This is an optimization exercise on Yosys and OpenROAD, whose aim is small area, not a production implementation.
Only simulation tests tie the RTL to the original design; equivalence was not proved.
No driver is modelled on the clock port, so clocking that relies on it looks cheaper here than on a real chip.
Power figures rest on the tool's default switching activity, not on a simulated workload.

==> flow/design.v <==
module inst_rom (
    input  logic [5:0]  word_addr,
    input  logic        fault,
    output logic [31:0] de_ir,
    output logic        illegal
);
    logic n000;
    logic n001;
    logic n002;
    logic n003;
    logic n004;
    logic n005;
    logic n006;
    logic n007;
    logic n008;
    logic n009;
    logic n010;
    logic n011;
    logic n012;
    logic n013;
    logic n014;
    logic n015;
    logic n016;
    logic n017;
    logic n018;
    logic n019;
    logic n020;
    logic n021;
    logic n022;
    logic n023;
    logic n024;
    logic n025;
    logic n026;
    logic n027;
    logic n028;
    logic n029;
    logic n030;
    logic n031;
    logic n032;
    logic n033;
    logic n034;
    logic n035;
    logic n036;
    logic n037;
    logic n038;
    logic n039;
    logic n040;
    logic n041;
    logic n042;
    logic n043;
    logic n044;
    logic n045;
    logic n046;
    logic n047;
    logic n048;
    logic n049;
    logic n050;
    logic n051;
    logic n052;
    logic n053;
    logic n054;
    logic n055;
    logic n056;
    logic n057;
    logic n058;
    logic n059;
    logic n060;
    logic n061;
    logic n062;
    logic n063;
    logic n064;
    logic n065;
    logic n066;
    logic n067;
    logic n068;
    logic n069;
    logic n070;
    logic n071;
    logic n072;
    logic n073;
    logic n074;
    logic n075;
    logic n076;
    logic n077;
    logic n078;
    logic n079;
    logic n080;
    logic n081;
    logic n082;
    logic n083;
    logic n084;
    logic n085;
    logic n086;
    logic n087;
    logic n088;
    logic n089;
    logic n090;
    logic n091;
    logic n092;
    logic n093;
    logic n094;
    logic n095;
    logic n096;
    logic n097;
    logic n098;
    logic n099;
    logic n100;
    logic n101;
    logic n102;
    logic n103;
    logic n104;
    logic n105;
    logic n106;
    logic n107;
    logic n108;
    logic n109;
    logic n110;
    logic n111;
    logic n112;
    logic n113;
    logic n114;
    logic n115;
    logic n116;
    logic n117;
    logic n118;
    logic n119;
    logic n120;
    logic n121;
    logic n122;
    logic n123;
    logic n124;
    logic n125;
    logic n126;
    logic n127;
    logic n128;
    logic n129;
    logic n130;
    logic n131;
    logic n132;
    logic n133;
    logic n134;
    logic n135;
    logic n136;
    logic n137;
    logic n138;
    logic n139;
    logic n140;
    logic n141;
    logic n142;
    logic n143;
    logic n144;
    logic n145;
    logic n146;
    logic n147;
    logic n148;
    logic n149;
    logic n150;
    logic n151;
    logic n152;
    logic n153;
    logic n154;
    logic n155;
    logic n156;
    logic n157;
    logic n158;
    logic n159;
    logic n160;
    logic n161;
    logic n162;
    logic n163;
    logic n164;
    logic n165;
    logic n166;
    logic n167;
    logic n168;
    logic n169;
    assign n072 = n071 ? word_addr[0] : n115;
    assign n073 = n004 & ~(n031);
    assign n074 = ~((n166 & word_addr[2]) | n073);
    assign n075 = n072 | ~(n074);
    assign n076 = ~((n025 | word_addr[4]) & n147);
    assign de_ir[9] = n075 & ~(n076);
    assign n077 = de_ir[9] & de_ir[16];
    assign n078 = n156 & ~(n016);
    assign de_ir[19] = n077 ? n037 : n078;
    assign n079 = n017 | n108;
    assign de_ir[18] = de_ir[25] | ~(n079);
    assign n080 = de_ir[16] | word_addr[5];
    assign n081 = n021 | ~(de_ir[9]);
    assign de_ir[17] = n080 & ~(n081);
    assign n082 = de_ir[2] | ~(n042);
    assign n083 = n137 & n159;
    assign n084 = n083 | n128;
    assign n085 = n084 & ~(n150);
    assign n086 = n082 & ~(n085);
    assign n087 = word_addr[4] & ~(n022);
    assign n088 = word_addr[1] & ~(n064);
    assign n089 = ~((n088 | n087) & n132);
    assign de_ir[13] = ~n089;
    assign n090 = n089 & ~(fault);
    assign de_ir[15] = n086 ? de_ir[13] : n090;
    assign n091 = n163 | ~(n110);
    assign de_ir[14] = de_ir[25] | ~(n091);
    assign n092 = n111 & ~(n135);
    assign n093 = n083 | ~(n047);
    assign n094 = ~((n093 | n092) & n109);
    assign de_ir[12] = ~((n089 | n137) & n094);
    assign de_ir[11] = de_ir[19] | n020;
    assign de_ir[10] = n140 | ~(n017);
    assign n095 = ~((n033 | n154) & n059);
    assign de_ir[8] = n095 | n062;
    assign n096 = n037 & ~(n166);
    assign n097 = n157 | ~(n096);
    assign n098 = n111 ? word_addr[3] : word_addr[4];
    assign n099 = n098 & n127;
    assign n100 = ~((n097 & word_addr[0]) | n099);
    assign n101 = n100 & n059;
    assign de_ir[7] = n052 & ~(n101);
    assign n102 = n050 ^ n148;
    assign de_ir[6] = de_ir[5] & ~(n102);
    assign n103 = ~(n033 & n009);
    assign de_ir[0] = n103 | n134;
    assign n104 = ~n118;
    assign n105 = ~((n144 | n104) & n037);
    assign n106 = ~(n105 | n087);
    assign illegal = ~((n106 & n103) | n003);
    assign n107 = n007 | n116;
    assign de_ir[30] = de_ir[5] & ~(n107);
    assign n108 = ~word_addr[4];
    assign n109 = ~(fault | word_addr[5]);
    assign n110 = n109 & ~(n108);
    assign n111 = word_addr[1] & word_addr[2];
    assign n112 = ~(n111 & word_addr[3]);
    assign de_ir[26] = n110 & ~(n112);
    assign n113 = word_addr[1] & ~(word_addr[3]);
    assign n114 = ~(word_addr[4] | word_addr[0]);
    assign n115 = ~(word_addr[1] | word_addr[2]);
    assign n116 = ~(n115 | n111);
    assign n117 = ~word_addr[3];
    assign n118 = word_addr[2] & ~(word_addr[0]);
    assign n119 = n117 & ~(n118);
    assign n120 = n119 & n116;
    assign n121 = ~(word_addr[0] | word_addr[2]);
    assign n122 = word_addr[3] ? n115 : n121;
    assign n123 = ~(n122 | n120);
    assign n124 = word_addr[5] & ~(word_addr[4]);
    assign n125 = n124 & ~(n123);
    assign n126 = ~((n114 & n113) | n125);
    assign n127 = ~(word_addr[0] | word_addr[5]);
    assign n128 = word_addr[1] & ~(word_addr[4]);
    assign n129 = word_addr[0] & word_addr[2];
    assign n130 = n128 & ~(n129);
    assign n131 = ~((n115 & word_addr[4]) | n130);
    assign n132 = n109 & ~(n113);
    assign n133 = word_addr[3] & ~(n114);
    assign n134 = n133 | ~(n132);
    assign n135 = ~(word_addr[3] & word_addr[0]);
    assign n136 = n135 | ~(n109);
    assign n137 = word_addr[4] & ~(word_addr[2]);
    assign n138 = n137 | n116;
    assign n139 = n138 | n136;
    assign n140 = ~((n134 | n131) & n139);
    assign n141 = ~(n140 | n127);
    assign n142 = ~n114;
    assign n143 = word_addr[3] & ~(word_addr[1]);
    assign n144 = ~(n143 & word_addr[4]);
    assign n145 = ~((n144 & n142) | word_addr[2]);
    assign n146 = ~((n131 & n117) | n145);
    assign n147 = ~fault;
    assign n148 = ~(word_addr[4] | word_addr[1]);
    assign n149 = ~n148;
    assign n150 = n114 | word_addr[5];
    assign n151 = ~((n150 | n149) & n147);
    assign n152 = n146 & ~(n151);
    assign n153 = ~n152;
    assign de_ir[3] = ~((n141 & n126) | n153);
    assign n154 = ~n109;
    assign n155 = ~word_addr[1];
    assign n156 = word_addr[4] & word_addr[3];
    assign n157 = n155 ? n117 : n156;
    assign n158 = ~word_addr[2];
    assign n159 = ~(word_addr[3] | word_addr[0]);
    assign n160 = n135 & ~(n159);
    assign n161 = ~(word_addr[3] | word_addr[1]);
    assign n162 = n161 & n121;
    assign n163 = ~((n160 & word_addr[2]) | n162);
    assign n164 = n163 & ~(n158);
    assign n165 = ~word_addr[0];
    assign n166 = ~(word_addr[4] | word_addr[3]);
    assign n167 = ~(n166 | n156);
    assign n168 = n167 ? n165 : n157;
    assign n169 = n158 & ~(n168);
    assign n000 = ~((n164 & n157) | n169);
    assign n001 = n000 & ~(n154);
    assign n002 = n001 | n132;
    assign n003 = ~(n002 | de_ir[3]);
    assign n004 = n156 | word_addr[5];
    assign n005 = word_addr[2] & ~(word_addr[3]);
    assign n006 = ~n005;
    assign n007 = ~n156;
    assign n008 = word_addr[2] | ~(word_addr[3]);
    assign n009 = n121 & ~(n161);
    assign n010 = n009 | ~(n008);
    assign n011 = word_addr[3] & ~(word_addr[0]);
    assign n012 = n108 ? n155 : n111;
    assign n013 = n012 & n011;
    assign n014 = ~((n010 & n007) | n013);
    assign n015 = ~((n006 | n168) & n014);
    assign de_ir[4] = n003 | ~(n015);
    assign n016 = fault | ~(word_addr[5]);
    assign n017 = n016 | n146;
    assign n018 = word_addr[4] ? n154 : n017;
    assign n019 = n018 | de_ir[3];
    assign n020 = de_ir[4] & ~(n019);
    assign n021 = n108 & ~(n017);
    assign n022 = n143 | ~(n129);
    assign n023 = n011 | n127;
    assign n024 = n022 & ~(n023);
    assign n025 = ~n024;
    assign n026 = word_addr[0] & ~(n166);
    assign n027 = ~(n026 & n007);
    assign n028 = n160 & ~(n131);
    assign n029 = n111 | n108;
    assign n030 = n129 & ~(n029);
    assign n031 = n137 | n155;
    assign n032 = n030 | ~(n031);
    assign n033 = ~((n032 & n027) | n028);
    assign n034 = n110 & ~(n033);
    assign n035 = ~((n034 | n021) & n025);
    assign n036 = n020 & ~(n035);
    assign n037 = ~word_addr[5];
    assign n038 = ~(n118 & n037);
    assign n039 = n038 & ~(n026);
    assign n040 = ~((n113 | word_addr[2]) & n037);
    assign n041 = ~n040;
    assign n042 = ~((n041 & n167) | n039);
    assign n043 = n109 & ~(n155);
    assign n044 = n042 ? n043 : n020;
    assign de_ir[23] = n044 & ~(n036);
    assign de_ir[22] = de_ir[23] & n004;
    assign n045 = ~(n161 | n111);
    assign n046 = ~(n045 | n167);
    assign n047 = ~((n148 & n118) | n030);
    assign n048 = ~((n158 & word_addr[5]) | n120);
    assign n049 = n048 ^ n047;
    assign n050 = ~((n046 & n041) | n049);
    assign n051 = de_ir[22] | ~(n050);
    assign de_ir[2] = n051 & ~(n003);
    assign n052 = n126 & ~(fault);
    assign n053 = n133 & ~(n155);
    assign n054 = n045 & ~(n053);
    assign n055 = n005 | n137;
    assign n056 = ~((n055 & word_addr[0]) | n054);
    assign n057 = ~((n056 | word_addr[5]) & n052);
    assign de_ir[25] = de_ir[2] & ~(n057);
    assign de_ir[24] = ~n035;
    assign n058 = n162 | n142;
    assign n059 = n058 | n017;
    assign de_ir[21] = ~((n000 | n154) & n059);
    assign de_ir[20] = ~n057;
    assign n060 = n166 ? n121 : word_addr[5];
    assign n061 = ~(n060 & n155);
    assign n062 = n052 & ~(n061);
    assign n063 = ~(n038 | n167);
    assign n064 = word_addr[2] & ~(word_addr[4]);
    assign n065 = ~(n064 & n053);
    assign n066 = ~((n119 & word_addr[1]) | n026);
    assign n067 = n047 & ~(n066);
    assign n068 = ~((n067 & n065) | n063);
    assign de_ir[5] = ~(n068 | n003);
    assign n069 = n031 | n166;
    assign n070 = de_ir[5] & ~(n069);
    assign de_ir[16] = n070 | n062;
    assign n071 = word_addr[3] & ~(word_addr[5]);
    assign { de_ir[31], de_ir[29:27], de_ir[1] } = { de_ir[26], de_ir[26:25], de_ir[26], de_ir[0] };
endmodule
module legal_check (
    input  logic de_v,
    input  logic illegal,    
    output logic f_ii
);
    assign f_ii = de_v && illegal;
endmodule
module inst_cache (
    input  logic       CLK,
    input  logic       reset,
    input  logic [5:0] fetch_pc,    
    input  logic       fetch_req,
    output logic       hit
);
    logic [2:0] tag_mem [8];
    logic [7:0] line_v;
    logic [1:0] cnt;         
    logic [5:0] refill_pc;
    logic       start;
    logic       fill;
    assign hit   = line_v[fetch_pc[2:0]] && (tag_mem[fetch_pc[2:0]] == fetch_pc[5:3]);
    assign start = (cnt == 2'd0) && fetch_req && !hit;
    assign fill  = (cnt == 2'd3);
    always_ff @(posedge CLK) begin
        if (reset) begin
            cnt    <= 2'd0;
            line_v <= 8'd0;
        end else begin
            if (start || cnt != 2'd0) begin
                cnt <= cnt + 2'd1;
            end
            if (fill) begin
                line_v[refill_pc[2:0]] <= 1'b1;
            end
        end
    end
    always_ff @(posedge CLK) begin
        if (cnt == 2'd0) begin
            refill_pc <= fetch_pc;
        end
    end
    always_ff @(posedge CLK) begin
        if (fill) begin
            tag_mem[refill_pc[2:0]] <= refill_pc[5:3];
        end
    end
endmodule
module fetch_stage (
    input  logic    CLK,
    input  logic    reset,
    input  logic [1:0] pc_mux,
    input  logic [63:0] br_target,
    input  logic [63:0] mtvec,
    input  logic    trap,
    input  logic    br_stall_de,
    input  logic    br_stall_agex,
    input  logic    br_stall_mem,
    input  logic    mem_stall,
    input  logic    cache_hit,
    output logic [63:0] fetch_pc,
    output logic    fetch_req,
    output logic    de_v,
    output logic    fault,
    output logic    f_iam,
    output logic    f_iaf
);
    logic [63:0] pc_next;
    logic        branch;
    logic        v_next;
    logic        misaligned;
    logic        hi_zero;
    logic        prev_in_rom;
    assign misaligned = |fetch_pc[1:0];
    assign hi_zero    = ~|fetch_pc[63:9];
    assign fetch_req = !misaligned && hi_zero && !fetch_pc[8];
    logic        adv;       
    logic        keep;      
    logic        ld_trap;
    logic        ld_br;
    logic [63:2] inc;       
    assign branch = br_stall_mem && (pc_mux == 2'd1);
    assign v_next = !trap && !br_stall_de && !br_stall_agex && !br_stall_mem &&
                    (!fetch_req || cache_hit);
    assign ld_trap = !reset && !mem_stall && trap;
    assign ld_br   = !reset && !mem_stall && !trap && branch;
    assign adv     = !reset && !mem_stall && v_next;
    assign keep    = !reset && !ld_trap && !ld_br;
    localparam int BLK = 16;
    logic [63:2] ones;      
    logic [63/BLK:0] blk;      
    for (genvar i = 2; i < 64; i++) begin : g_ones
        if ((i - 2) % BLK == 0) begin : g_first
            assign ones[i] = fetch_pc[i];
        end else begin : g_next
            assign ones[i] = ones[i-1] && fetch_pc[i];
        end
    end
    assign blk[0] = adv;
    for (genvar j = 1; j <= 61/BLK; j++) begin : g_blk
        assign blk[j] = blk[j-1] && ones[BLK*j+1];
    end
    for (genvar i = 2; i < 64; i++) begin : g_inc
        if ((i - 2) % BLK == 0) begin : g_first
            assign inc[i] = blk[(i-2)/BLK];
        end else begin : g_next
            assign inc[i] = blk[(i-2)/BLK] && ones[i-1];
        end
    end
    assign pc_next[1:0]  = ({2{ld_trap}} & mtvec[1:0]) | ({2{ld_br}} & br_target[1:0]) |
                           ({2{keep}} & fetch_pc[1:0]);
    assign pc_next[63:2] = (({62{ld_trap}} & mtvec[63:2]) | ({62{ld_br}} & br_target[63:2]) |
                            ({62{keep}} & fetch_pc[63:2])) ^ inc;
    always_ff @(posedge CLK) begin
        fetch_pc <= pc_next;
    end
    always_ff @(posedge CLK) begin
        if (reset) begin
            de_v <= 1'b0;
        end else if (!mem_stall) begin
            de_v <= v_next;
        end
    end
    assign prev_in_rom = hi_zero && (fetch_pc[8] ^ (|fetch_pc[7:2]));
    assign fault = misaligned || !prev_in_rom;
    assign f_iam = de_v && misaligned;
    assign f_iaf = de_v && !prev_in_rom;
endmodule
module fetch_top (
    input  logic    CLK,
    input  logic    reset,
    input  logic [1:0] pc_mux,
    input  logic [63:0] br_target,
    input  logic [63:0] mtvec,
    input  logic    trap,
    input  logic    br_stall_de,
    input  logic    br_stall_agex,
    input  logic    br_stall_mem,
    input  logic    mem_stall,
    output logic    de_v,
    output logic [31:0]   de_ir,
    output logic [63:0] de_npc,
    output logic    f_iam,
    output logic    f_iaf,
    output logic    f_ii
);
    logic [63:0] fetch_pc;
    logic        fetch_req;
    logic        cache_hit;
    logic        fault;
    logic        illegal;
    fetch_stage u_fetch_stage (
        .CLK           (CLK),
        .reset         (reset),
        .pc_mux        (pc_mux),
        .br_target     (br_target),
        .mtvec         (mtvec),
        .trap          (trap),
        .br_stall_de   (br_stall_de),
        .br_stall_agex (br_stall_agex),
        .br_stall_mem  (br_stall_mem),
        .mem_stall     (mem_stall),
        .cache_hit     (cache_hit),
        .fetch_pc      (fetch_pc),
        .fetch_req     (fetch_req),
        .de_v          (de_v),
        .fault         (fault),
        .f_iam         (f_iam),
        .f_iaf         (f_iaf)
    );
    inst_cache u_inst_cache (
        .CLK       (CLK),
        .reset     (reset),
        .fetch_pc  (fetch_pc[7:2]),
        .fetch_req (fetch_req),
        .hit       (cache_hit)
    );
    assign de_npc = fetch_pc;
    inst_rom u_inst_rom (
        .word_addr (fetch_pc[7:2]),
        .fault     (fault),
        .de_ir     (de_ir),
        .illegal   (illegal)
    );
    legal_check u_legal_check (
        .de_v    (de_v),
        .illegal (illegal),
        .f_ii    (f_ii)
    );
endmodule
==> flow/flow/run.sh <==
#!/bin/bash
# The standard layout, with three changes:
#  * after the standard synthesis, its combinational cells are mapped again by
#    ABC with area-oriented scripts (flip-flops, their names and cell types
#    are left as the standard synthesis made them); of the scripts below, the
#    smallest netlist whose worst setup slack (OpenSTA, no wires) is at least
#    -0.1 ns is kept;
#  * each port is buffered by the smallest buffer cell instead of the one
#    buffer_ports picks by default;
#  * clock tree synthesis without dummy loads and with smaller clock buffers.
set -euo pipefail
HERE=$(pwd)
LIB=$FLOW_HOME/platforms/sky130hd/lib/sky130_fd_sc_hd__tt_025C_1v80.lib
YOSYS=${YOSYS_EXE:-$FLOW_HOME/../tools/install/yosys/bin/yosys}
command -v "$YOSYS" > /dev/null || YOSYS=yosys
R=$HERE/orfs/results/sky130hd/fetch_top/base

bash standard.sh synth > flow_synth.log 2>&1

cp $R/1_2_yosys.v $HERE/std_netlist.v
python3 flow/mkmap.py $LIB $HERE/comb_cells.v > flow_mkmap.log 2>&1

best=""
best_area=""
best_slack=""
for s in d3 f1 f2 f4; do
  cat > $HERE/resyn_$s.ys <<EOT
read_liberty -lib $LIB
read_verilog $HERE/std_netlist.v
hierarchy -top fetch_top
techmap -map $HERE/comb_cells.v
opt -purge
techmap
opt -purge
abc -liberty $LIB -dont_use *probe* -dont_use *lpflow* -script $HERE/flow/$s.abc
setundef -zero
splitnets
opt_clean -purge
hilomap -singleton -hicell sky130_fd_sc_hd__conb_1 HI -locell sky130_fd_sc_hd__conb_1 LO
insbuf -buf sky130_fd_sc_hd__buf_4 A X
stat -liberty $LIB
write_verilog -noattr -noexpr -nohex -nodec $HERE/resyn_$s.v
EOT
  if ! "$YOSYS" -s $HERE/resyn_$s.ys > flow_resyn_$s.log 2>&1; then continue; fi
  area=$(grep "Chip area" flow_resyn_$s.log | tail -1 | awk '{print $NF}')
  cat > $HERE/sta_$s.tcl <<EOT
read_liberty $LIB
read_verilog $HERE/resyn_$s.v
link_design fetch_top
read_sdc $HERE/constraint.sdc
set_wire_load_model -name "Small"
report_worst_slack -max -digits 3
EOT
  openroad -no_init -exit $HERE/sta_$s.tcl > flow_sta_$s.log 2>&1 || continue
  slack=$(grep "worst slack" flow_sta_$s.log | tail -1 | awk '{print $NF}')
  [[ -n "$area" && -n "$slack" ]] || continue
  echo "script $s area $area slack $slack" >> flow_choice.log
  if awk -v s="$slack" 'BEGIN{exit !(s >= -0.1)}'; then
    if [[ -z "$best" ]] || awk -v a="$area" -v b="$best_area" 'BEGIN{exit !(a < b)}'; then
      best=$s; best_area=$area; best_slack=$slack
    fi
  fi
done
[[ -n "$best" ]] || best=d3
echo "chosen $best" >> flow_choice.log

# hand the new netlist to the rest of the flow
cp $HERE/resyn_$best.v $R/1_2_yosys.v
rm -f $R/1_synth.odb $R/1_synth.sdc
export BUFFER_PORTS_ARGS="-buffer_cell sky130_fd_sc_hd__buf_1"
export CTS_ARGS="-sink_clustering_enable -repair_clock_nets -dont_use_dummy_load -buf_list sky130_fd_sc_hd__clkbuf_8 -root_buf sky130_fd_sc_hd__clkbuf_8 -sink_clustering_size 35 -sink_clustering_max_diameter 100"
bash standard.sh synth > flow_synth2.log 2>&1
bash standard.sh finish > flow_finish.log 2>&1
==> flow/flow/d3.abc <==
strash; &get -n; &dc2; &dc2; &dch -f; &nf -R 1000; &put
==> flow/flow/f1.abc <==
strash; &get -n; &dc2; &dc2; &b; &dch -f; &nf -R 1000; &put
==> flow/flow/f2.abc <==
strash; &get -n; &deepsyn -T 30; &b -d; &dch -f; &nf -R 1000; &put
==> flow/flow/f4.abc <==
strash; &get -n; &dc2; &dc2; &b -d; &dch -f; &nf -R 1000; &put
==> flow/flow/mkmap.py <==
#!/usr/bin/env python3
# Write a Yosys techmap file that turns each combinational sky130hd cell into its
# liberty function (flip-flops, latches and cells without a function are left out).
import re, sys
lib = open(sys.argv[1]).read()
out = open(sys.argv[2], 'w')
# split into cell groups
for m in re.finditer(r'\n\s*cell\s*\(\s*"?([\w]+)"?\s*\)\s*\{', lib):
    name = m.group(1)
    start = m.end()
    # find matching brace
    depth = 1; i = start
    while depth:
        c = lib[i]
        if c == '{': depth += 1
        elif c == '}': depth -= 1
        i += 1
    body = lib[start:i]
    if re.search(r'\b(ff|latch|statetable)\s*\(', body):
        continue
    pins = []
    for pm in re.finditer(r'\n\s*pin\s*\(\s*"?([\w]+)"?\s*\)\s*\{', body):
        pstart = pm.end(); depth = 1; j = pstart
        while depth:
            c = body[j]
            if c == '{': depth += 1
            elif c == '}': depth -= 1
            j += 1
        pb = body[pstart:j]
        d = re.search(r'direction\s*:\s*"?(\w+)"?', pb)
        f = re.search(r'\n\s*function\s*:\s*"([^"]*)"', pb)
        pins.append((pm.group(1), d.group(1) if d else None, f.group(1) if f else None))
    outs = [p for p in pins if p[1] == 'output']
    ins = [p for p in pins if p[1] == 'input']
    if not outs or any(p[2] is None for p in outs) or not ins:
        continue
    out.write(f"module {name} ({', '.join(p[0] for p in ins + outs)});\n")
    for p in ins: out.write(f"  input {p[0]};\n")
    for p in outs: out.write(f"  output {p[0]};\n")
    for p in outs:
        fn = p[2].replace('!', '~').replace("'", '')
        out.write(f"  assign {p[0]} = {fn};\n")
    out.write("endmodule\n")
==> flow/standard.sh <==
#!/bin/bash
# synth_recipe.tcl (not shown) runs the flow's synth.tcl, then flattens the netlist and writes it again
# the make line also repeats each setting of config.mk as NAME=value (left out here)
make -C /OpenROAD-flow-scripts/flow DESIGN_CONFIG=/design/flow/config.mk WORK_HOME=/design/flow/orfs CLKGATE_MAP_FILE= SYNTH_SCRIPT=/design/flow/synth_recipe.tcl "${@:-finish}"
==> flow/config.mk <==
export PLATFORM = sky130hd
export DESIGN_NAME = fetch_top
export DESIGN_NICKNAME = fetch_top
export VERILOG_FILES = /design/flow/design.v
export SDC_FILE = /design/flow/constraint.sdc
export NUM_CORES = 4
export LEC_CHECK = 0
export CAP_MARGIN = 10
export CORE_MARGIN = 2
export CORE_UTILIZATION = 60
export SLEW_MARGIN = 10
==> flow/constraint.sdc <==
create_clock -name core_clock -period 8.0 [get_ports {CLK}]
set_input_delay 1.6000 -clock core_clock [delete_from_list [all_inputs] [get_ports {CLK}]]
set_output_delay 1.6000 -clock core_clock [all_outputs]
set_load 0.01 [all_outputs]
==> notes.md, run 1 <==
The flow ran to the end and the layout has no timing, DRC or antenna violations. The number of hold buffers added after CTS was 0. The number of global-route vias before repair is 6137. The areal power density over the cells is 147.3 mW/mm2.

Hold timing on the final database bottoms out at a slack of 0.4910 ns. The number of buffer cells added on primary ports came out at 236. The largest fanout on the critical path came out at 5. Counting the buffers created by CTS gives 9. The total negative slack is 0 ns. The required time of the worst setup path is 8.26 ns. Dividing the detail-routed via count by the number of cells gives 6.346. In the routed design, unresolved DRC markers number 0.

The H-tree was split into 3 levels. The count of inserted antenna diode cells is 0. The final-report hold violation count came out at 0. The maximum VDD drop came out at 0.00008352 V. The cell area after layout is 0.007103 mm2. The count of nets after finishing came out at 1101. The clock passes through at most 2 buffers. The TritonCTS clock tree is yes. The number of pins with negative max-slew slack in the final report came out at 0. The tool flagged a number of max-cap violations equal to 0. The tightest min-delay check is of the flip-flop to flip-flop type. The pre-CTS setup slack is 0.7076 ns. The vertical die dimension came out at 103.2 um. Before antenna repair, the detailed router went through 8 iterations.

The highest attainable clock frequency is 0.1431 GHz. The area inside the core boundary came out at 0.009639 mm2. The placer congestion estimate is 1.023. The tightest slew margin relative to the limit is 36.33%. The setup path with the least slack is of type primary input to flip-flop.

The global route total overflow came out at 0. STA classifies the critical path startpoint as a primary input. Synthesis produced 717 cells. The number of warning messages in the yosys log came out at 2.

The design draws 1.046 mW. The data arrival at the endpoint of the critical path came out at 7.25 ns. Leaving out fill and tap cells, the most frequent cells in the layout are sky130_fd_sc_hd__buf_1 (235), sky130_fd_sc_hd__nor2_1 (104), sky130_fd_sc_hd__nand2_1 (83), sky130_fd_sc_hd__dfxtp_1 (75), sky130_fd_sc_hd__a21oi_1 (73).

The total routed wirelength came out at 19.89 mm. The setup violation total in the final timing report came out at 0. The first-pass GRT wire length is 29.39 mm. In this run the core area contains 36 standard-cell rows. The post-route clock skew is 0.05085 ns.

In this run, post-CTS repair resized a total of 0 instances. Setup repair after global routing left no endpoint under its margin. The routed layout has 6949 vias. The clock insertion delay at the later pin of the skew report is 0.38 ns. STA classifies the critical path endpoint as a flip-flop. The number of top-level pins came out at 237. The area added between synthesis and finish came out at 20.33%. The transition time at the pin with the least slew margin came out at 0.9551 ns. The maximum number of pins on one net before global-route repair came out at 66.

The number of clock sinks came out at 105. Leaving out fill and tap cells, the most frequent cell in the layout is sky130_fd_sc_hd__buf_1. Cells with a size suffix above 1 make up 2.599% of the layout. The leakage power is 2.314 nW. The DRC violation total after the first TritonRoute iteration is 676.

The post-route fraction of the period consumed by the critical path is 87.37%. The number of nets in the synthesized netlist came out at 854. The total standard cell area after synthesis came out at 0.005903 mm2. The final critical path time including I/O delays and setup is 6.990 ns.

Global routing used 35.57% of the available tracks. In this run the clock root is driven by a sky130_fd_sc_hd__clkbuf_8. Once the floorplan was initialized, standard cells occupied 61.24% of the core. The full die area is 0.01065 mm2. The CTS clock-pin slew for the worst setup and hold paths is 0.10 ns. The horizontal die dimension is 103.2 um. The final HPWL from detailed placement is 14.34 mm. Dividing the detail-routed wire length by the instance count gives 18.17 um. The detail route stage leaves a number of antenna-violating nets equal to 0.

The initial antenna violation count is 1. The worst path setup slack after routing came out at 1.010 ns. Summing all placed instances gives a cell area of 0.006964 mm2. The average instance area after synthesis came out at 8.233 um2. The number of setup buffers added after CTS is 0.
## layer usage
| metal | vias to the layer above | wire (um) | GRT usage (%) | part of all wire, % |
|---|---|---|---|---|
| met5 | - | 12 | 0 | 0.060 |
| met4 | 2 | 628 | 15.08 | 3.2 |
| met3 | 64 | 1996 | 9.341 | 10 |
| met2 | 463 | 9777 | 59.94 | 49 |
| met1 | 3194 | 7477 | 43.25 | 38 |
| li1 | 3226 | - | - | - |
## sequential cells by signal, summed over array words and instances (netlist names)
signal and count:
u_fetch_stage.fetch_pc 64, u_inst_cache.tag_mem 24, u_inst_cache.line_v 8, u_inst_cache.refill_pc 6, u_inst_cache.cnt 2, u_fetch_stage.de_v 1
## worst max-delay path, stage by stage
cell                       delay, ns
sky130_fd_sc_hd__clkbuf_2       0.14
sky130_fd_sc_hd__or3_1          0.39
sky130_fd_sc_hd__or4_1          0.52
sky130_fd_sc_hd__nor4_1         0.49
sky130_fd_sc_hd__and2_0         0.29
sky130_fd_sc_hd__and3_1         0.26
sky130_fd_sc_hd__and3_1         0.26
sky130_fd_sc_hd__and3_1         0.19
sky130_fd_sc_hd__and2_0         0.24
sky130_fd_sc_hd__nand2_1        0.11
sky130_fd_sc_hd__nor3_1         0.37
sky130_fd_sc_hd__and3_1         0.30
sky130_fd_sc_hd__nand2b_1       0.16
sky130_fd_sc_hd__nor4_1         0.30
sky130_fd_sc_hd__nand3_1        0.21
sky130_fd_sc_hd__nor4_1         0.41
sky130_fd_sc_hd__and2_0         0.32
sky130_fd_sc_hd__and3_1         0.25
sky130_fd_sc_hd__and2_0         0.21
sky130_fd_sc_hd__nand2_1        0.08
sky130_fd_sc_hd__xnor2_1        0.13
## through the flow
stage | instances | util, %
2_1_floorplan | 717 | -
6_report | 1095 | 73.69
3_5_place_dp | 1085 | 72.25
5_1_grt | 1095 | 73.69
3_3_place_gp | 1085 | 72.25
4_1_cts | 1094 | 73.53
## cell type report
cell class	instances	area [um2]
multi-input cells	587	3381
fillers	825	2536
flip-flops and latches	105	2402
repair buffers	247	977.2
well taps	133	166.4
clock buffers	9	123.9
inverters	14	52.55
## power by group
group	internal (mW)	switching [mW]	total, mW
combinational	0.0718	0.119	0.191
clock	0.101	0.159	0.260
sequential	0.568	0.0272	0.595
## worst paths after layout
path | cells after the start | slack [ns] | from | end
worst min register to register | 2 | 0.49 | u_inst_cache.line_v[2] | u_inst_cache.line_v[2]
worst max-delay path | 21 | 1.01 | reset | u_fetch_stage.fetch_pc[63]
worst min-delay path | 2 | 0.49 | u_inst_cache.line_v[2] | u_inst_cache.line_v[2]
worst max register to register | 20 | 2.42 | u_fetch_stage.fetch_pc[3] | u_fetch_stage.fetch_pc[63]
==> run 2, diff against run 1 <==
--- a/flow/design.v
+++ b/flow/design.v
@@ -486,4 +486,4 @@
                            ({2{keep}} & fetch_pc[1:0]);
-    assign pc_next[63:2] = (({62{ld_trap}} & mtvec[63:2]) | ({62{ld_br}} & br_target[63:2]) |
-                            ({62{keep}} & fetch_pc[63:2])) ^ inc;
+    assign pc_next[63:2] = ({62{ld_trap}} & mtvec[63:2]) | ({62{ld_br}} & br_target[63:2]) |
+                           ({62{keep}} & (fetch_pc[63:2] ^ inc));
     always_ff @(posedge CLK) begin
--- a/flow/flow/run.sh
+++ b/flow/flow/run.sh
@@ -6,3 +6,3 @@
 #    smallest netlist whose worst setup slack (OpenSTA, no wires) is at least
-#    -0.1 ns is kept;
+#    -1.0 ns is kept (timing repair in the layout closes the rest);
 #  * each port is buffered by the smallest buffer cell instead of the one
@@ -25,3 +25,3 @@
 best_slack=""
-for s in d3 f1 f2 f4; do
+for s in d3 f1 f2 f4 d1; do
   cat > $HERE/resyn_$s.ys <<EOT
@@ -46,2 +46,4 @@
   cat > $HERE/sta_$s.tcl <<EOT
+read_lef $FLOW_HOME/platforms/sky130hd/lef/sky130_fd_sc_hd.tlef
+read_lef $FLOW_HOME/platforms/sky130hd/lef/sky130_fd_sc_hd_merged.lef
 read_liberty $LIB
@@ -57,3 +59,3 @@
   echo "script $s area $area slack $slack" >> flow_choice.log
-  if awk -v s="$slack" 'BEGIN{exit !(s >= -0.1)}'; then
+  if awk -v s="$slack" 'BEGIN{exit !(s >= -1.0)}'; then
     if [[ -z "$best" ]] || awk -v a="$area" -v b="$best_area" 'BEGIN{exit !(a < b)}'; then
@@ -70,3 +72,3 @@
 export BUFFER_PORTS_ARGS="-buffer_cell sky130_fd_sc_hd__buf_1"
-export CTS_ARGS="-sink_clustering_enable -repair_clock_nets -dont_use_dummy_load -buf_list sky130_fd_sc_hd__clkbuf_8 -root_buf sky130_fd_sc_hd__clkbuf_8 -sink_clustering_size 35 -sink_clustering_max_diameter 100"
+export CTS_ARGS="-sink_clustering_enable -repair_clock_nets -dont_use_dummy_load -buf_list sky130_fd_sc_hd__clkbuf_8 -root_buf sky130_fd_sc_hd__clkbuf_8 -sink_clustering_size 16 -sink_clustering_max_diameter 60"
 bash standard.sh synth > flow_synth2.log 2>&1
==> flow/flow/d1.abc (new file) <==
strash; &get -n; &deepsyn -T 60; &b; &dch -f; &nf -R 1000; &put
==> run 2 against run 1 <==
Still clean on timing, DRC and antenna. Setup slack got worse by 0.63 ns. Synthesized cell count decreased by 9.6%. Area after synthesis decreased by 6.5%. Worst hold slack got worse by 0.0011 ns. Via count decreased by 8.0%. Cell area decreased by 3.0%. Core utilization increased by 2.3 points. Combinational power increased by 4%. Register-to-register slack got worse by 1.0 ns. Non-clock buffer count increased by 17. Sequential power increased by 0.7%. Die area decreased by 6.2%.
==> notes.md, run 2 <==
The pre-CTS setup slack came out at -0.08813 ns (was 0.7076 ns). The tightest slew margin relative to the limit came out at 45.42% (was 36.33%). The initial cell density of the core came out at 60.90% (was 61.24%). The family of cells with the greatest summed delay on the critical path was simple AND/OR/NAND/NOR gates (unchanged). The first-pass GRT wire length came out at 29.20 mm (was 29.39 mm). The top register by number of flip-flops is u_fetch_stage.fetch_pc (unchanged).

The final critical path time including I/O delays and setup was 7.624 ns (was 6.990 ns). The worst hold slack across all endpoints is 0.4899 ns (was 0.4910 ns). The count of nets after finishing came out at 1049 (was 1101). The number of nets in the synthesized netlist came out at 785 (was 854).

The flip-flop count of the largest register after layout came out at 64 (unchanged). The type of the setup path with the least slack is primary input to flip-flop (unchanged). The leading cell type in the layout, fill and taps excluded is sky130_fd_sc_hd__buf_1 (unchanged). The initial antenna violation count was 0 (was 1). The number of top-level pins was 237 (unchanged). The deepest level of the CTS H-tree came out at 3 (unchanged). The kind of end point of the critical path was a flip-flop (unchanged). The count of unresolved DRC violations after routing is 0 (unchanged).

The synthesized netlist cell count came to 648 (was 717). The reported max-cap violation count came out at 0 (unchanged). The number of nets with antenna violations after detailed routing came out at 0 (unchanged). The number of detailed-route iterations in the first pass is 5 (was 8). The average instance area after synthesis came out at 8.519 um2 (was 8.233 um2). The CTS clock-pin slew for the worst setup and hold paths came out at 0.10 ns (about the same). The total routed wirelength came out at 18.82 mm (was 19.89 mm).

The placement row count is 35 (was 36). The slowest stage cell on the critical path is sky130_fd_sc_hd__or3_4 (was sky130_fd_sc_hd__or4_1). The DRC violation total after the first TritonRoute iteration came out at 444 (was 676). The area inside the core boundary came out at 0.009065 mm2 (was 0.009639 mm2). The setup violation total in the final timing report came out at 0 (unchanged). The class of the tightest hold or removal check is flip-flop to flip-flop (unchanged). The delay of the slowest cell on the worst path came out at 0.42 ns (was 0.52 ns). The worst path setup slack after routing came out at 0.3763 ns (was 1.010 ns). The number of pins with negative max-slew slack in the final report is 0 (unchanged). The clock insertion delay at the later pin of the skew report came out at 0.37 ns (was 0.38 ns). The post-route fraction of the period consumed by the critical path is 95.30% (was 87.37%).

The number of clock sinks came out at 105 (unchanged). The kind of launch point of the worst setup path is a primary input (unchanged). The maximum VDD drop is 0.0001029 V (was 0.00008352 V). The vertical die dimension is 99.92 um (was 103.2 um).

The placer congestion estimate came out at 0.9685 (was 1.023). The master cell of the clock root buffer is sky130_fd_sc_hd__clkbuf_8 (unchanged). The horizontal die dimension came out at 99.92 um (was 103.2 um).

The final HPWL from detailed placement is 14.02 mm (was 14.34 mm). The number of global-route vias before repair came out at 5989 (was 6137). The number of warning messages in the yosys log is 2 (unchanged).

The number of buffers created by CTS is 9 (unchanged). The TritonCTS clock tree is yes (unchanged). The full die area came to 0.009984 mm2 (was 0.01065 mm2). The wire length per cell after detailed routing came out at 18.43 um (was 18.17 um).

The required time of the worst setup path came out at 8.24 ns (was 8.26 ns). The post-route clock skew is 0.05185 ns (was 0.05085 ns). The count of inserted antenna diode cells was 0 (unchanged). The final-report hold violation count is 0 (unchanged).

The transition time at the pin with the least slew margin came to 0.8186 ns (was 0.9551 ns). The total standard cell area after synthesis is 0.005520 mm2 (was 0.005903 mm2). The leakage power is 2.432 nW (was 2.314 nW). The data arrival at the endpoint of the critical path is 7.86 ns (was 7.25 ns). The share of final-layout standard cells stronger than drive strength 1 is 6.044% (was 2.599%). The number of buffer cells added on primary ports came out at 236 (unchanged). Leading cell types in the layout, fill and taps excluded: sky130_fd_sc_hd__buf_1 (236), sky130_fd_sc_hd__dfxtp_1 (75), sky130_fd_sc_hd__nor2_1 (73), sky130_fd_sc_hd__nand2_1 (61), sky130_fd_sc_hd__a21oi_1 (61) (was sky130_fd_sc_hd__buf_1 (235), sky130_fd_sc_hd__nor2_1 (104), sky130_fd_sc_hd__nand2_1 (83), sky130_fd_sc_hd__dfxtp_1 (75), sky130_fd_sc_hd__a21oi_1 (73)).

Setup repair after global routing missed its margin: no (unchanged). The critical path buffer and inverter count is 1 (unchanged). The count of vias placed by the detailed router came to 6394 (was 6949). The global route total overflow came to 0 (unchanged). The areal power density over the cells was 153.6 mW/mm2 (was 147.3 mW/mm2). The highest attainable clock frequency came out at 0.1312 GHz (was 0.1431 GHz). The routed via count divided by cell count came out at 6.262 (was 6.346). The area added between synthesis and finish was 24.80% (was 20.33%).

The maximum number of pins on one net before global-route repair came out at 68 (was 66). The aggregate global-route resource usage came out at 36.58% (was 35.57%). Run status: complete, no violations (unchanged). The maximum count of clock buffers along a single path is 2 (unchanged). The largest fanout on the critical path came out at 7 (was 5).
-- run 2: power breakdown --
group	leakage, nW	switching (mW)	internal (mW)
sequential	0.906	0.0287	0.570
combinational	1.46	0.122	0.0769
clock	0.0647	0.159	0.102
-- run 2: final cells by class --
cell class | count | area, um2
Timing Repair Buffer | 264 | 1096
Clock buffer | 9 | 123.9
Sequential cell | 105 | 2402
Fill cell | 708 | 2176
Inverter | 9 | 33.78
Tap cell | 111 | 138.9
Multi-Input combinational cell | 523 | 3094
-- run 2: worst paths after layout --
kind                                                 from                          to  slack, ns  depth (start not counted)
worst max register to register  u_fetch_stage.fetch_pc[4]  u_fetch_stage.fetch_pc[62]       1.38                         34
worst min-delay path               u_inst_cache.line_v[3]      u_inst_cache.line_v[3]       0.49                          2
worst max-delay path                            mem_stall  u_fetch_stage.fetch_pc[62]       0.38                         34
worst min register to register     u_inst_cache.line_v[3]      u_inst_cache.line_v[3]       0.49                          2
-- run 2: routing by layer --
metal  wire (um)  share of wire (%)  track usage (%)  up-vias
li1            -                  -                -     3035
met1        7084                 38            42.84     2967
met2        9634                 51            64.76      340
met3        1474                7.8            8.217       52
met4         626                3.3            15.07        0
met5           0                  0                0        -
-- run 2: metrics by stage --
| step | instance area, um2 | utilization, % | instances | setup TNS, ns | total power, mW |
|---|---|---|---|---|---|
| 4_1_cts | 6828 | 75.32 | 1020 | 0 | 1.057 |
| 3_3_place_gp | 6704 | 73.95 | 1011 | 0 | 0.7989 |
| 6_report | 6889 | 76.00 | 1021 | 0 | 1.058 |
| 5_1_grt | 6889 | 76.00 | 1021 | 0 | 1.105 |
| 2_1_floorplan | 5544 | - | 648 | 0 | 0.7196 |
| 3_5_place_dp | 6704 | 73.95 | 1011 | -0.1813 | 0.8035 |
-- run 2: tightest hold or removal path, delay by kind of cell, from the launching register on --
kind	cells	cell delay [ns]
flip-flops	1	0.34
AND/OR/NAND/NOR	2	0.12
-- run 2: repair_timing --
| action | CTS | global route |
|---|---|---|
| hold buffers | 0 | 0 |
| hold endpoints to repair | 0 | 0 |
| setup buffers | 0 | 1 |
| resized for setup | 0 | 11 |
| setup endpoints to repair | 0 | 4 |
==> run 3, diff against run 2 <==
--- a/flow/flow/run.sh
+++ b/flow/flow/run.sh
@@ -6,6 +6,8 @@
 #    smallest netlist whose worst setup slack (OpenSTA, no wires) is at least
-#    -1.0 ns is kept (timing repair in the layout closes the rest);
+#    -0.1 ns is kept;
 #  * each port is buffered by the smallest buffer cell instead of the one
 #    buffer_ports picks by default;
-#  * clock tree synthesis without dummy loads and with smaller clock buffers.
+#  * clock tree synthesis without dummy loads and with smaller clock buffers;
+#    a clock buffer whose sinks would see a slew over 100 ps is upsized again
+#    (flow/fixclk.tcl, run right after clock tree synthesis).
 set -euo pipefail
@@ -25,3 +27,3 @@
 best_slack=""
-for s in d3 f1 f2 f4 d1; do
+for s in d3 f1 f2 f4; do
   cat > $HERE/resyn_$s.ys <<EOT
@@ -59,3 +61,3 @@
   echo "script $s area $area slack $slack" >> flow_choice.log
-  if awk -v s="$slack" 'BEGIN{exit !(s >= -1.0)}'; then
+  if awk -v s="$slack" 'BEGIN{exit !(s >= -0.1)}'; then
     if [[ -z "$best" ]] || awk -v a="$area" -v b="$best_area" 'BEGIN{exit !(a < b)}'; then
@@ -72,3 +74,4 @@
 export BUFFER_PORTS_ARGS="-buffer_cell sky130_fd_sc_hd__buf_1"
-export CTS_ARGS="-sink_clustering_enable -repair_clock_nets -dont_use_dummy_load -buf_list sky130_fd_sc_hd__clkbuf_8 -root_buf sky130_fd_sc_hd__clkbuf_8 -sink_clustering_size 16 -sink_clustering_max_diameter 60"
+export CTS_ARGS="-sink_clustering_enable -repair_clock_nets -dont_use_dummy_load -buf_list sky130_fd_sc_hd__clkbuf_8 -root_buf sky130_fd_sc_hd__clkbuf_8 -sink_clustering_size 35 -sink_clustering_max_diameter 100"
+export POST_CTS_TCL=$HERE/flow/fixclk.tcl
 bash standard.sh synth > flow_synth2.log 2>&1
==> flow/flow/fixclk.tcl (new file) <==
# Upsize each clock tree buffer whose sinks see a slew over 100 ps (placement
# estimate) to clkbuf_16, then legalize the placement again.
estimate_parasitics -placement
set fixed 0
foreach inst [get_cells clkbuf_*] {
  set worst 0
  foreach pin [get_pins -of_objects $inst -filter "direction == output"] {
    foreach sink [get_pins -of_objects [get_nets -of_objects $pin] -filter "direction == input"] {
      set s [get_property $sink slew_max]
      if {$s > $worst} { set worst $s }
    }
  }
  if {$worst > 0.100} {
    replace_cell $inst sky130_fd_sc_hd__clkbuf_16
    incr fixed
  }
}
puts "fixclk: upsized $fixed clock buffers"
if {$fixed > 0} {
  detailed_placement
  estimate_parasitics -placement
}
removed: flow/flow/d1.abc
==> run 3 against run 2 <==
Cell area decreased by 0.69%. Core utilization is 1.6 points lower. Sequential power about the same. Non-clock buffer count down 18. Clock skew decreased by 0.016 ns. Still clean.
==> notes.md, run 3 <==
The transition time at the pin with the least slew margin was 1.125 ns (was 0.8186 ns). The share of final-layout standard cells stronger than drive strength 1 is 2.508% (was 6.044%). The number of warning messages in the yosys log is 2 (unchanged). The DRC violation total after the first TritonRoute iteration came out at 591 (was 444). The vertical die dimension came to 101.1 um (was 99.92 um).

The number of buffer cells added on primary ports is 236 (unchanged). The total negative slack came to 0 ns (unchanged). The initial cell density of the core came out at 61.51% (was 60.90%). The kind of launch point of the worst setup path is a primary input (unchanged).

The final-report hold violation count is 0 (unchanged). The delay of the slowest cell on the worst path came to 0.44 ns (was 0.42 ns). The first-pass GRT wire length came out at 29.68 mm (was 29.20 mm).

The CTS clock-pin slew for the worst setup and hold paths came out at 0.10 ns (about the same). The reported max-cap violation count came out at 0 (unchanged). The required time of the worst setup path is 8.23 ns (was 8.24 ns). The clock insertion delay at the later pin of the skew report came to 0.33 ns (was 0.37 ns). The number of nets in the synthesized netlist is 810 (was 785). The top register by number of flip-flops is u_fetch_stage.fetch_pc (unchanged).

The setup slack of the most critical reg-to-reg path is 1.24 ns (was 1.38 ns). The global route total overflow is 0 (unchanged). The class of the tightest hold or removal check is flip-flop to flip-flop (unchanged).

Setup repair after global routing missed its margin: no (unchanged). The post-route fraction of the period consumed by the critical path came out at 93.95% (was 95.30%). The total standard cell area after synthesis came out at 0.005657 mm2 (was 0.005520 mm2). The kind of end point of the critical path is a flip-flop (unchanged). The final-layout fill cell count is 732 (was 708). The count of nets after finishing is 1056 (was 1049). The number of nets with antenna violations after detailed routing is 0 (unchanged). The routed via count divided by cell count is 6.413 (was 6.262). By instance count, the cell type seen most on the critical path is sky130_fd_sc_hd__and3_1. The placement row count is 35 (unchanged). The count of inserted antenna diode cells came out at 0 (unchanged). The number of global-route vias before repair is 6215 (was 5989).

The final HPWL from detailed placement is 14.25 mm (was 14.02 mm). The leading cell type in the layout, fill and taps excluded is sky130_fd_sc_hd__buf_1 (unchanged). The critical path buffer and inverter count came to 2 (was 1).

The maximum number of pins on one net before global-route repair came out at 73 (was 68). The type of the setup path with the least slack is primary input to flip-flop (unchanged). The number of clock sinks came to 105 (unchanged). The largest fanout on the critical path is 9 (was 7). The instance area at placement came out at 0.006689 mm2 (was 0.006704 mm2). Leading cell types in the layout, fill and taps excluded: sky130_fd_sc_hd__buf_1 (236), sky130_fd_sc_hd__nor2_1 (84), sky130_fd_sc_hd__dfxtp_1 (75), sky130_fd_sc_hd__o21ai_0 (71), sky130_fd_sc_hd__nand2_1 (64) (was sky130_fd_sc_hd__buf_1 (236), sky130_fd_sc_hd__dfxtp_1 (75), sky130_fd_sc_hd__nor2_1 (73), sky130_fd_sc_hd__nand2_1 (61), sky130_fd_sc_hd__a21oi_1 (61)). The maximum VDD drop came to 0.0001071 V (was 0.0001029 V). The family of cells with the greatest summed delay on the critical path is simple AND/OR/NAND/NOR gates (unchanged).

The placer congestion estimate is 0.9508 (was 0.9685). The final critical path time including I/O delays and setup came out at 7.516 ns (was 7.624 ns). The flip-flop count of the largest register after layout is 64 (unchanged). The launch point of the worst hold path is u_inst_cache.cnt[0] (was u_inst_cache.line_v[3]). The total routed wirelength came to 19.33 mm (was 18.82 mm). The wire length per cell after detailed routing is 18.80 um (was 18.43 um). The horizontal die dimension is 101.1 um (was 99.92 um). The area inside the core boundary came out at 0.009196 mm2 (was 0.009065 mm2).

The slowest stage cell on the critical path was sky130_fd_sc_hd__or3_1 (was sky130_fd_sc_hd__or3_4). The total design power came to 1.076 mW (was 1.058 mW). The aggregate global-route resource usage came out at 36.75% (was 36.58%).

The count of unresolved DRC violations after routing came out at 0 (unchanged). The worst hold slack across all endpoints came out at 0.4792 ns (was 0.4899 ns). The areal power density over the cells came out at 157.3 mW/mm2 (was 153.6 mW/mm2).

The number of top-level pins came to 237 (unchanged). The TritonCTS clock tree is yes (unchanged). The post-route clock skew was 0.03601 ns (was 0.05185 ns).

The number of pins with negative max-slew slack in the final report is 0 (unchanged). The tightest slew margin relative to the limit came out at 24.79% (was 45.42%). The data arrival at the endpoint of the critical path came out at 7.75 ns (was 7.86 ns). The synthesized netlist cell count came out at 673 (was 648). The leakage power came out at 2.297 nW (was 2.432 nW).

The setup violation total in the final timing report was 0 (unchanged). The worst hold path endpoint is u_inst_cache.cnt[0] (was u_inst_cache.line_v[3]). The area added between synthesis and finish is 20.95% (was 24.80%). The highest attainable clock frequency came out at 0.1331 GHz (was 0.1312 GHz). The initial antenna violation count came to 0 (unchanged). The count of vias placed by the detailed router came out at 6593 (was 6394).

The worst flop-to-flop path endpoint was u_fetch_stage.fetch_pc[61] (was u_fetch_stage.fetch_pc[62]). The average instance area after synthesis came out at 8.405 um2 (was 8.519 um2). The reg-to-reg critical path startpoint is u_fetch_stage.fetch_pc[3] (was u_fetch_stage.fetch_pc[4]). The full die area came to 0.01022 mm2 (was 0.009984 mm2). The number of detailed-route iterations in the first pass is 6 (was 5). The cell area after layout came to 0.006842 mm2 (was 0.006889 mm2). The count of cells along the worst hold path is 1 (was 2). Run status: complete, no violations (unchanged). The length in cells of the worst reg-to-reg path was 25 (was 34).
run 3: area by class of cell:
type | count | area [um2] | share of cell area (%)
clock buffer | 9 | 146.4 | 2.140
timing repair buffer | 246 | 960.9 | 14.05
inverter | 12 | 45.04 | 0.6584
sequential | 105 | 2402 | 35.11
tap | 111 | 138.9 | 2.030
multi-input combinational | 545 | 3148 | 46.01
run 3: worst max-delay path by stage:
stage                                 end      start  cells past startpoint
2_1_floorplan  u_fetch_stage.fetch_pc[25]  mem_stall                      5
3_3_place_gp   u_fetch_stage.fetch_pc[61]  mem_stall                     26
3_5_place_dp   u_fetch_stage.fetch_pc[61]  mem_stall                     26
5_1_grt        u_fetch_stage.fetch_pc[61]  mem_stall                     26
6_report       u_fetch_stage.fetch_pc[61]  mem_stall                     26
run 3: power breakdown:
group	switching, mW	leakage [nW]	internal, mW	total [mW]
sequential	0.0307	0.906	0.569	0.600
combinational	0.116	1.32	0.0719	0.188
clock	0.164	0.0750	0.124	0.288
total	0.311	2.30	0.765	1.08
run 3: per-layer routing:
metal,vias up,track usage [%],routed length (um)
li1,3100,-,-
met1,3034,42.82,7137
met2,403,63.78,9671
met3,56,9.501,1857
met4,0,15.59,660
met5,-,0,0
run 3: through the flow:
step	std cells	util [%]	setup WS, ns
after detailed placement	1019	72.73	0.2244
final	1028	74.39	0.4843
after global placement	1019	72.73	0.5020
after floorplan	673	-	0.3624
after global routing	1028	74.39	0.01199
==> run 4, diff against run 3 <==
--- a/flow/config.mk
+++ b/flow/config.mk
@@ -10,2 +10,3 @@
 export CORE_UTILIZATION = 60
+export GPL_TIMING_DRIVEN = 0
 export SLEW_MARGIN = 10
==> run 4 against run 3 <==
Clock power about the same. First-iteration DRC count increased by 9.6%. Critical path depth shrank 1. Sequential power rose by 2%. Combinational power is 4% lower. Still clean on timing, DRC and antenna. Sequential share of layout area shrank 0.69 points. Critical path type unchanged. Core utilization is 1.5 points higher. Worst hold slack lost 0.0044 ns. Largest cell class unchanged. Synthesized cell count stayed put. Global-route usage is 0.36 points higher.
==> notes.md, run 4 <==
Run status: complete, no violations (unchanged). The share of final-layout standard cells stronger than drive strength 1 is 4.301% (was 2.508%). The area added between synthesis and finish was 23.36% (was 20.95%).

The leading cell type in the layout, fill and taps excluded was sky130_fd_sc_hd__buf_1 (unchanged). The required time of the worst setup path came to 8.22 ns (was 8.23 ns). The first-pass GRT wire length is 29.76 mm (was 29.68 mm).

The clock insertion delay at the later pin of the skew report is 0.33 ns (about the same). The number of warning messages in the yosys log came out at 2 (unchanged). The kind of launch point of the worst setup path was a primary input (unchanged). The reported max-cap violation count is 0 (unchanged). The class of the tightest hold or removal check is flip-flop to flip-flop (unchanged).

The placer congestion estimate is 1.010 (was 0.9508). The setup violation total in the final timing report is 0 (unchanged). The highest attainable clock frequency was 0.1298 GHz (was 0.1331 GHz). The final critical path time including I/O delays and setup came out at 7.703 ns (was 7.516 ns). The TritonCTS clock tree is yes (unchanged). The placement row count is 35 (unchanged). The flip-flop and latch area came to 0.002402 mm2 (unchanged). The count of vias placed by the detailed router was 6816 (was 6593). The number of buffer cells added on primary ports is 236 (unchanged). The final HPWL from detailed placement came out at 14.56 mm (was 14.25 mm). The post-route fraction of the period consumed by the critical path is 96.29% (was 93.95%). The final-layout fill cell count is 724 (was 732). Setup repair after global routing missed its margin: no (unchanged). The post-route clock skew came out at 0.03662 ns (was 0.03601 ns).

The total routed wirelength is 19.76 mm (was 19.33 mm). The kind of end point of the critical path is a flip-flop (unchanged). The number of detailed-route iterations in the first pass is 6 (unchanged). The total standard cell area after synthesis is 0.005657 mm2 (unchanged). The count of cells along the worst hold path came out at 2 (was 1). The worst hold slack across all endpoints came out at 0.4748 ns (was 0.4792 ns). The area inside the core boundary is 0.009196 mm2 (unchanged).

The data arrival at the endpoint of the critical path was 7.93 ns (was 7.75 ns). The area taken by multi-input logic gates was 0.003174 mm2 (was 0.003148 mm2). The largest fanout on the critical path is 22 (was 9). The number of global-route vias before repair came out at 6205 (was 6215).

The maximum number of pins on one net before global-route repair came out at 34 (was 73). The global route total overflow came out at 0 (unchanged). The number of top-level pins was 237 (unchanged). The vertical die dimension came out at 101.1 um (unchanged). The routed via count divided by cell count is 6.548 (was 6.413). The total negative slack is 0 ns (unchanged).

The final-report hold violation count is 0 (unchanged). The CTS clock-pin slew for the worst setup and hold paths came out at 0.10 ns (about the same). The aggregate global-route resource usage came out at 37.11% (was 36.75%).

The top register by number of flip-flops is u_fetch_stage.fetch_pc (unchanged). The leakage power is 2.394 nW (was 2.297 nW). The number of nets with antenna violations after detailed routing came out at 0 (unchanged). The full die area came out at 0.01022 mm2 (unchanged). The number of clock sinks was 105 (unchanged). The count of nets after finishing was 1069 (was 1056). The tightest slew margin relative to the limit is 17.83% (was 24.79%). The DRC violation total after the first TritonRoute iteration is 648 (was 591). The maximum VDD drop came to 0.00009384 V (was 0.0001071 V). The synthesized netlist cell count came out at 673 (unchanged). The length in cells of the worst reg-to-reg path is 24 (was 25). The average instance area after synthesis came to 8.405 um2 (unchanged). The horizontal die dimension is 101.1 um (unchanged). The number of pins with negative max-slew slack in the final report came out at 0 (unchanged).

The count of inserted antenna diode cells is 0 (unchanged). The type of the setup path with the least slack is primary input to flip-flop (unchanged). The wire length per cell after detailed routing is 18.98 um (was 18.80 um). The initial cell density of the core is 61.51% (unchanged). The transition time at the pin with the least slew margin is 1.230 ns (was 1.125 ns). The pre-CTS setup slack is -0.8172 ns (was 0.2244 ns). The areal power density over the cells came out at 154.6 mW/mm2 (was 157.3 mW/mm2).

The initial antenna violation count is 0 (unchanged). The worst path setup slack after routing is 0.2970 ns (was 0.4843 ns). Leading cell types in the layout, fill and taps excluded: sky130_fd_sc_hd__buf_1 (235), sky130_fd_sc_hd__nor2_1 (84), sky130_fd_sc_hd__dfxtp_1 (75), sky130_fd_sc_hd__o21ai_0 (71), sky130_fd_sc_hd__nand2_1 (64) (was sky130_fd_sc_hd__buf_1 (236), sky130_fd_sc_hd__nor2_1 (84), sky130_fd_sc_hd__dfxtp_1 (75), sky130_fd_sc_hd__o21ai_0 (71), sky130_fd_sc_hd__nand2_1 (64)). The count of unresolved DRC violations after routing is 0 (unchanged). The flip-flop count of the largest register after layout came to 64 (unchanged). The number of nets in the synthesized netlist was 810 (unchanged).
run 4: cell types whose count changed in the layout (fill, tap and decap cells not counted), moves of 2 or more:
cell	delta
sky130_fd_sc_hd__and2_1	+2
sky130_fd_sc_hd__buf_4	+10
sky130_fd_sc_hd__and2_0	-3
sky130_fd_sc_hd__buf_6	+3
sky130_fd_sc_hd__nor4_4	+2
run 4: stage by stage:
step / instance area (um2) / cells / power, mW / util [%]
floorplan: 5657 / 673 / 0.7109 / -
global placement: 6681 / 1020 / 0.7877 / 72.65
detailed placement: 6783 / 1030 / 0.7952 / 73.76
global route: 6978 / 1041 / 1.114 / 75.88
finish: 6978 / 1041 / 1.079 / 75.88
run 4: critical path, cell delays in order:
cell and delay, ns:
sky130_fd_sc_hd__buf_2 0.25, sky130_fd_sc_hd__or3_1 0.48, sky130_fd_sc_hd__nor4_4 0.24, sky130_fd_sc_hd__nand4_1 0.20
sky130_fd_sc_hd__nor4_4 0.37, sky130_fd_sc_hd__and3_1 0.26, sky130_fd_sc_hd__and2_0 0.18, sky130_fd_sc_hd__and3_1 0.27
sky130_fd_sc_hd__and4_1 0.30, sky130_fd_sc_hd__nand2_1 0.14, sky130_fd_sc_hd__nor2_1 0.20, sky130_fd_sc_hd__and2_1 0.22
sky130_fd_sc_hd__and3_1 0.22, sky130_fd_sc_hd__and2_0 0.25, sky130_fd_sc_hd__and3_1 0.22, sky130_fd_sc_hd__and2_2 0.24
sky130_fd_sc_hd__and4_2 0.34, sky130_fd_sc_hd__and3_1 0.27, sky130_fd_sc_hd__and3_1 0.27, sky130_fd_sc_hd__and3_1 0.28
sky130_fd_sc_hd__and3_1 0.23, sky130_fd_sc_hd__and2_1 0.23, sky130_fd_sc_hd__and3_1 0.24, sky130_fd_sc_hd__nor3_1 0.08
sky130_fd_sc_hd__a221o_1 0.34
run 4: path summary, 6_finish.rpt:
path | endpoint | slack (ns) | start
worst max-delay path | u_fetch_stage.fetch_pc[61] | 0.30 | reset
worst min-delay path | u_fetch_stage.fetch_pc[1] | 0.47 | u_fetch_stage.fetch_pc[1]
worst max register to register | u_fetch_stage.fetch_pc[61] | 1.01 | u_fetch_stage.fetch_pc[2]
worst min register to register | u_fetch_stage.fetch_pc[1] | 0.47 | u_fetch_stage.fetch_pc[1]
run 4: power breakdown:
part	leakage [nW]	internal, mW	switching (mW)
combinational	1.41	0.0739	0.107
sequential	0.906	0.569	0.0419
clock	0.0750	0.124	0.163
total	2.39	0.767	0.312
run 4: area by class of cell:
| type | count | area share [%] |
|---|---|---|
| Inverter | 12 | 0.6455 |
| Timing Repair Buffer | 248 | 14.17 |
| Tap cell | 111 | 1.990 |
| Clock buffer | 9 | 2.098 |
| Buffer | 11 | 1.183 |
| Sequential cell | 105 | 34.43 |
| Multi-Input combinational cell | 545 | 45.49 |
run 4: routing by layer:
| layer | vias up | global-route usage (%) | wire [um] |
|---|---|---|---|
| li1 | 3116 | - | - |
| met1 | 3160 | 44.11 | 7088 |
| met2 | 455 | 62.76 | 9818 |
| met3 | 85 | 8.669 | 1960 |
| met4 | 0 | 18.40 | 892 |
| met5 | - | 0 | 0 |
==> run 5, diff against run 4 <==
--- a/flow/config.mk
+++ b/flow/config.mk
@@ -7,6 +7,5 @@
 export LEC_CHECK = 0
-export CAP_MARGIN = 10
+export CAP_MARGIN = 0
 export CORE_MARGIN = 2
 export CORE_UTILIZATION = 60
-export GPL_TIMING_DRIVEN = 0
-export SLEW_MARGIN = 10
+export SLEW_MARGIN = 0
==> run 5 against run 4 <==
Sequential power decreased by 2%. Cell area decreased by 2.0%. Core utilization decreased by 1.5 points. Synthesized cell count unchanged. Worst hold slack improved by 0.0044 ns. First-iteration DRC count decreased by 8.8%. Maximum frequency increased by 2.5%. Flip-flop and latch count unchanged. Die area unchanged. Critical path type unchanged. Critical endpoint unchanged. Largest power group unchanged.
==> notes.md, run 5 <==
The initial cell density of the core came out at 61.51% (unchanged). The vertical die dimension is 101.1 um (unchanged). The full die area is 0.01022 mm2 (unchanged). The average instance area after synthesis is 8.405 um2 (unchanged).

The post-route fraction of the period consumed by the critical path was 93.95% (was 96.29%). The clock insertion delay at the later pin of the skew report is 0.33 ns (about the same). The core utilization of the finished layout is 74.39% (was 75.88%). The total negative slack is 0 ns (unchanged). Run status: complete, no violations (unchanged). The number of detailed-route iterations in the first pass was 6 (unchanged).

The leading cell type in the layout, fill and taps excluded is sky130_fd_sc_hd__buf_1 (unchanged). The number of pins with negative max-slew slack in the final report came out at 0 (unchanged). The synthesized netlist cell count came out at 673 (unchanged).

The required time of the worst setup path is 8.23 ns (was 8.22 ns). The total design power is 1.076 mW (was 1.079 mW). The count of unresolved DRC violations after routing is 0 (unchanged). The placement row count came to 35 (unchanged).

The horizontal die dimension came out at 101.1 um (unchanged). The transition time at the pin with the least slew margin is 1.125 ns (was 1.230 ns). The areal power density over the cells came out at 157.3 mW/mm2 (was 154.6 mW/mm2). The top register by number of flip-flops is u_fetch_stage.fetch_pc (unchanged). The global route total overflow came out at 0 (unchanged). The final critical path time including I/O delays and setup came out at 7.516 ns (was 7.703 ns).

The routed via count divided by cell count came out at 6.413 (was 6.548). The total standard cell area after synthesis came out at 0.005657 mm2 (unchanged). The final HPWL from detailed placement came to 14.25 mm (was 14.56 mm). The share of final-layout standard cells stronger than drive strength 1 came out at 2.508% (was 4.301%). The CTS clock-pin slew for the worst setup and hold paths came out at 0.10 ns (about the same). The worst flop-to-flop path endpoint is u_fetch_stage.fetch_pc[61] (unchanged). The slowest stage cell on the critical path is sky130_fd_sc_hd__or3_1 (unchanged).

The setup violation total in the final timing report is 0 (unchanged). The delay of the slowest cell on the worst path came to 0.44 ns (was 0.48 ns). The count of nets after finishing is 1056 (was 1069). The area inside the core boundary came out at 0.009196 mm2 (unchanged).

The number of global-route vias before repair was 6215 (was 6205). Setup repair after global routing missed its margin: no (unchanged). The initial antenna violation count was 0 (unchanged). The wire length per cell after detailed routing is 18.80 um (was 18.98 um).

The post-route clock skew is 0.03601 ns (was 0.03662 ns). The reported max-cap violation count was 0 (unchanged). The class of the tightest hold or removal check was flip-flop to flip-flop (unchanged). The tightest slew margin relative to the limit came to 24.79% (was 17.83%). The length in cells of the worst reg-to-reg path is 25 (was 24). The data arrival at the endpoint of the critical path is 7.75 ns (was 7.93 ns).

Leading cell types in the layout, fill and taps excluded: sky130_fd_sc_hd__buf_1 (236), sky130_fd_sc_hd__nor2_1 (84), sky130_fd_sc_hd__dfxtp_1 (75), sky130_fd_sc_hd__o21ai_0 (71), sky130_fd_sc_hd__nand2_1 (64) (was sky130_fd_sc_hd__buf_1 (235), sky130_fd_sc_hd__nor2_1 (84), sky130_fd_sc_hd__dfxtp_1 (75), sky130_fd_sc_hd__o21ai_0 (71), sky130_fd_sc_hd__nand2_1 (64)). The highest attainable clock frequency came out at 0.1331 GHz (was 0.1298 GHz). The count of cells along the worst hold path is 1 (was 2). The count of vias placed by the detailed router is 6593 (was 6816).

The aggregate global-route resource usage is 36.75% (was 37.11%). The worst hold path endpoint is u_inst_cache.cnt[0] (was u_fetch_stage.fetch_pc[1]). The count of inserted antenna diode cells is 0 (unchanged). The placer congestion estimate came to 0.9508 (was 1.010). The first-pass GRT wire length is 29.68 mm (was 29.76 mm). The reg-to-reg critical path startpoint is u_fetch_stage.fetch_pc[3] (was u_fetch_stage.fetch_pc[2]). The flip-flop count of the largest register after layout was 64 (unchanged). The number of nets with antenna violations after detailed routing came out at 0 (unchanged). The kind of launch point of the worst setup path is a primary input (unchanged). The number of nets in the synthesized netlist came to 810 (unchanged). The final-report hold violation count is 0 (unchanged). The type of the setup path with the least slack is primary input to flip-flop (unchanged). The TritonCTS clock tree is yes (unchanged). The cell type with the highest occurrence count on the critical path is sky130_fd_sc_hd__and3_1 (unchanged).

The launch point of the worst hold path is u_inst_cache.cnt[0] (was u_fetch_stage.fetch_pc[1]). The number of buffer cells added on primary ports is 236 (unchanged). The number of clock sinks came to 105 (unchanged). The kind of end point of the critical path is a flip-flop (unchanged). The number of warning messages in the yosys log came to 2 (unchanged). The DRC violation total after the first TritonRoute iteration came out at 591 (was 648). The maximum number of pins on one net before global-route repair is 73 (was 34). The area added between synthesis and finish is 20.95% (was 23.36%). The leakage power came out at 2.297 nW (was 2.394 nW).

The total routed wirelength came out at 19.33 mm (was 19.76 mm). The maximum VDD drop was 0.0001071 V (was 0.00009384 V). The setup slack of the most critical reg-to-reg path is 1.24 ns (was 1.01 ns). The largest fanout on the critical path was 9 (was 22). The number of top-level pins is 237 (unchanged).
## run 5: report_power, final
group          leakage (nW)  switching, mW  total, mW  internal (mW)
Clock                0.0750          0.164      0.288          0.124
Combinational          1.32          0.116      0.188         0.0719
Sequential            0.906         0.0307      0.600          0.569
Total                  2.30          0.311       1.08          0.765
## run 5: area by class of cell
cell class                 count  area [um2]
tap                          111       138.9
timing repair buffer         246       960.9
inverter                      12       45.04
multi-input combinational    545        3148
clock buffer                   9       146.4
sequential                   105        2402
fill                         732        2355
## run 5: worst max path at each step
stage	startpoint	endpoint	slack [ns]	cells after the start
after floorplan	mem_stall	u_fetch_stage.fetch_pc[25]	0.36	5
after global placement	mem_stall	u_fetch_stage.fetch_pc[61]	0.50	26
after detailed placement	mem_stall	u_fetch_stage.fetch_pc[61]	0.22	26
after global routing	mem_stall	u_fetch_stage.fetch_pc[61]	0.01	26
final	mem_stall	u_fetch_stage.fetch_pc[61]	0.48	26
## run 5: per-stage QoR
stage	hold WS [ns]	cells	instance area [um2]	worst slack, ns
floorplan	0.4392	673	5657	0.3624
global route	0.5254	1028	6842	0.01199
global placement	0.4506	1019	6689	0.5020
detailed placement	0.4688	1019	6689	0.2244
finish	0.4792	1028	6842	0.4843
## run 5: metal layers
layer	share of wire, %	track usage [%]
met3	9.6	9.501
met1	37	42.82
met4	3.4	15.59
met5	0	0
met2	50	63.78
## run 5: critical path, delay by kind of cell
family                 cells  cell delay [ns]
and+or+nand+nor           23             5.55
buffers and inverters      2             0.30
AOI/OAI and AO/OA          1             0.30

-- afterwards: timing with drivers on the ports --
No port has a modelled driver above. Below, the same layouts with a new extraction and two added sets of constraints.
Step 1 sets driving cells, clkbuf_16 on the clock port and buf_2 on the other inputs (assumed; they add their load-dependent delay and slew).
Step 2 also shifts input and output timing later by t, the mid clock arrival at the registers, as if the neighbouring blocks saw the same clock.
Three values: ideal, step 1, step 2; two values: the first two.
run	t (ns)	setup WS [ns]	worst setup path at the end	latest minus earliest clock arrival (ns)	pins driven straight from the clock port
run 1	0.395	1.010 / 1.025 / 0.630	input to register	0.051 / 0.051	1
run 2	0.384	0.376 / 0.387 / 0.003	input to register	0.052 / 0.052	1
run 3	0.357	0.484 / 0.504 / 0.147	input to register	0.036 / 0.036	1
run 4	0.356	0.297 / 0.316 / -0.039	input to register	0.037 / 0.037	1
run 5	0.357	0.484 / 0.504 / 0.147	input to register	0.036 / 0.036	1
Met with ideal ports but missed after step 2: setup timing in run 4. The setup slack of run 1, which loses most, moves by +0.015 ns with the drivers and by -0.380 ns with both steps.
